Background: an optimization exercise with open tools, aiming at small area, a short achievable clock period and few clock cycles per item. Do not read the settings as production practice. Only simulation tests tie the RTL to the original design; equivalence was not proved. Power is estimated from default activity; no workload was simulated.

Design cpu_top, start of the top module:
module cpu_top #(
  parameter int addr_w = 12
) (
  input  logic                       clk,
  input  logic                       rst_n,
  output logic                       io_stall,
  output logic                       mem_req,
  output logic                       mem_we,
  output logic [addr_w:0]            mem_addr,
  output logic [cpu_pkg::data_w-1:0] mem_wdata,
  input  logic                       mem_ack,
  input  logic [cpu_pkg::data_w-1:0] mem_rdata
);
  localparam int dw = cpu_pkg::data_w;
  logic              q_data;    
  logic              q_ld;      
  logic [addr_w-1:0] fa;        
  logic              ir_v;
  logic [15:0]       ir;
  logic              ir_jd;     
  logic              ir_f;      
  logic [dw-1:0]     op_a;      
  logic [dw-1:0]     op_b;      
  logic [15:0]       rv;        
  logic [dw-1:0]     t_a [0:15];    
  logic [dw-1:0]     t_b [0:15];
  logic [dw-1:0]     rd_a, rd_b;
  logic [2:0]        pend;      
  logic              m2;
  logic [3:0]        wb_rt;
  logic [dw-1:0]     cs_x, cs_y, cs_z, cs_x_d, cs_y_d, cs_z_d;
  logic [dw-1:0]     cs_s, cs_c;
  logic [2:0]        op;
  logic [3:0]        rs, rt, rd;
  logic              is_load, is_store, is_mem, is_alu, is_mul, is_beq, is_jump;
  logic              uses_rs, uses_rt;
  logic              adv, f_busy, ld_busy, wbusy, hazard, ex, redir, arr, w_jump, w_beqs, w_wait;
  logic [addr_w-1:0] w_tgt;
  ...
clock: 8.0 ns
lec_check: 0
cap_margin: 20
core_margin: 2
core_utilization: 55
setup_slack_margin: 4.5
slew_margin: 20
run.sh (not shown) runs the stock make flow with config.mk's settings and CLKGATE_MAP_FILE= SYNTH_SCRIPT=/design/flow/synth_recipe.tcl, a recipe that flattens the netlist after the stock synthesis.
The starting point passed the timing, design-rule and antenna checks.
Testbench counts at the start, summed over its fixed seeds: cycles 33,391, instrs 24,000.
Next try:
--- a/flow/design.v
+++ b/flow/design.v
@@ -454,21 +454,19 @@
   logic              is_load, is_store, is_mem, is_alu, is_mul, is_beq, is_jump;
   logic              uses_rs, uses_rt;
   logic              adv, f_busy, ld_busy, wbusy, hazard, ex, redir, arr, w_jump, w_beqs, w_wait;
   logic [addr_w-1:0] w_tgt;
   logic              nxt_data, nxt_none, nxt_fetch;
   logic [addr_w-1:0] beq_tgt, fetch_nx, fa_inc;
-  logic [dw-1:0]     alu_out, alu_sum;
-  logic              alu_sub, alu_lt;
+  logic [dw-1:0]     alu_out;
   logic              ld_wr, alu_wr, wr_en;
   logic [3:0]        wr_idx;
   logic [dw-1:0]     wr_data;
   logic [3:0]        idx_a, idx_b;
   logic              r_e, r_d, r_one, r_two;
-  logic [2:0]        p_dec, p_nxt;
-  logic              io_stall_q;    
+  logic [2:0]        p_dec;
   assign op       = ir[15:13];
   assign rs       = ir[12:9];
   assign rt       = ir[8:5];
   assign rd       = ir[4:1];
   assign is_load  = (op == 3'b010);
   assign is_store = (op == 3'b011);
@@ -491,16 +489,19 @@
   assign w_jump = (mem_rdata[15:13] == 3'b101);
   assign w_beqs = (mem_rdata[15:13] == 3'b100) && (mem_rdata[12:9] == mem_rdata[8:5]);
   assign w_tgt  = w_jump ? mem_rdata[12:1] : fa + addr_w'($signed(mem_rdata[4:0])) + addr_w'(1);
   assign w_wait = (mem_rdata[15:14] == 2'b00) ||
                   (mem_rdata[15] ^ mem_rdata[14]) && (mem_rdata[12:9] == rd) ||
                   ((mem_rdata[15:13] == 3'b011) || (mem_rdata[15:13] == 3'b100)) && (mem_rdata[8:5] == rd);
-  assign alu_sub = op[0] || ir[0];
-  assign alu_sum = op_a + (op_b ^ {dw{alu_sub}}) + dw'(alu_sub);
-  assign alu_lt  = (op_a[dw-1] ^ op_b[dw-1]) ? op_a[dw-1] : alu_sum[dw-1];
-  assign alu_out = op[0] ? {{(dw-1){1'b0}}, alu_lt} : alu_sum;
+  always_comb begin
+    case ({op[0], ir[0]})
+      2'b00:   alu_out = op_a + op_b;
+      2'b01:   alu_out = op_a - op_b;
+      default: alu_out = {{(dw-1){1'b0}}, ($signed(op_a) < $signed(op_b))};
+    endcase
+  end
   mul16_cs u_mul (.a(op_a), .b(op_b), .x(cs_x_d), .y(cs_y_d), .z(cs_z_d));
   always_ff @(posedge clk) begin
     cs_x <= cs_x_d;
     cs_y <= cs_y_d;
     cs_z <= cs_z_d;
   end
@@ -574,22 +575,19 @@
   end
   assign r_e   = adv && ex && !is_mem && !is_mul;
   assign r_d   = adv && q_data;
   assign r_one = r_e || r_d || m2;
   assign r_two = (r_e && r_d) || (r_e && m2) || (r_d && m2);
   assign p_dec = pend - 3'(pend != 3'd0);
-  assign p_nxt = r_two ? p_dec + 3'd2 : r_one ? p_dec + 3'd1 : p_dec;
   always_ff @(posedge clk or negedge rst_n) begin
     if (!rst_n) begin
       ir_v  <= 1'b0;
       pend  <= '0;
-      io_stall_q <= 1'b1;
       m2    <= 1'b0;
     end else begin
-      pend <= p_nxt;
-      io_stall_q <= (p_nxt == 3'd0);
+      pend <= r_two ? p_dec + 3'd2 : r_one ? p_dec + 3'd1 : p_dec;
       m2   <= adv && ex && is_mul;
       if (adv) begin
         if (arr) begin
           ir_v <= 1'b1;
         end else if (ex) begin
           ir_v <= 1'b0;
@@ -607,8 +605,8 @@
         ir_f  <= nxt_fetch;
       end else begin
         ir_f  <= ir_f || nxt_fetch;
       end
     end
   end
-  assign io_stall = io_stall_q;
+  assign io_stall = (pend == 3'd0);
 endmodule
After rerunning:
- clock skew is lower by 0.0030 ns
- total power is lower by 4.2%
- count of clock-buffer cells in the layout is higher by 1
- design area is higher by 1.7%
- worst setup slack gains 0.018 ns
- final cell count is higher by 1.8%
- flip-flop and latch count is lower by 1
- core utilization is lower by 0.85 points
- combinational power is lower by 4.9%
- routed wire length is higher by 2.5%
- area after synthesis is higher by 3.2%
Testbench counts after the change, summed over its fixed seeds: cycles 33,391, instrs 24,000.

port drivers added, routing unchanged:
In the flow no input, the clock included, has a driving cell. The finished layouts below were timed again as built, in two steps. Step 1 sets driving cells, clkbuf_16 on the clock port and buf_2 on the other inputs (assumed; they add their load-dependent delay and slew). Step 2 moves the port delays by t, midway between the first and last clock arrival at a register: inputs arrive t later, outputs are due t later. That takes back most of the time a late clock gives input paths. Three values: ideal, step 1, step 2; two values: the first two.
| run | t, ns | setup slack, ns | worst setup path at the end | slew at the worst register clock pin (ns) |
|---|---|---|---|---|
| the first run | 0.659 | 4.498 / 4.498 / 3.883 | input to register | 0.07 / 0.07 |
| the second run | 0.650 | 4.516 / 4.555 / 3.905 | input to register | 0.07 / 0.07 |
After both steps setup and hold are still met in every run listed. For the first run, which loses most, drivers alone change the setup slack by 0.000 ns; drivers and shift together by -0.615 ns.
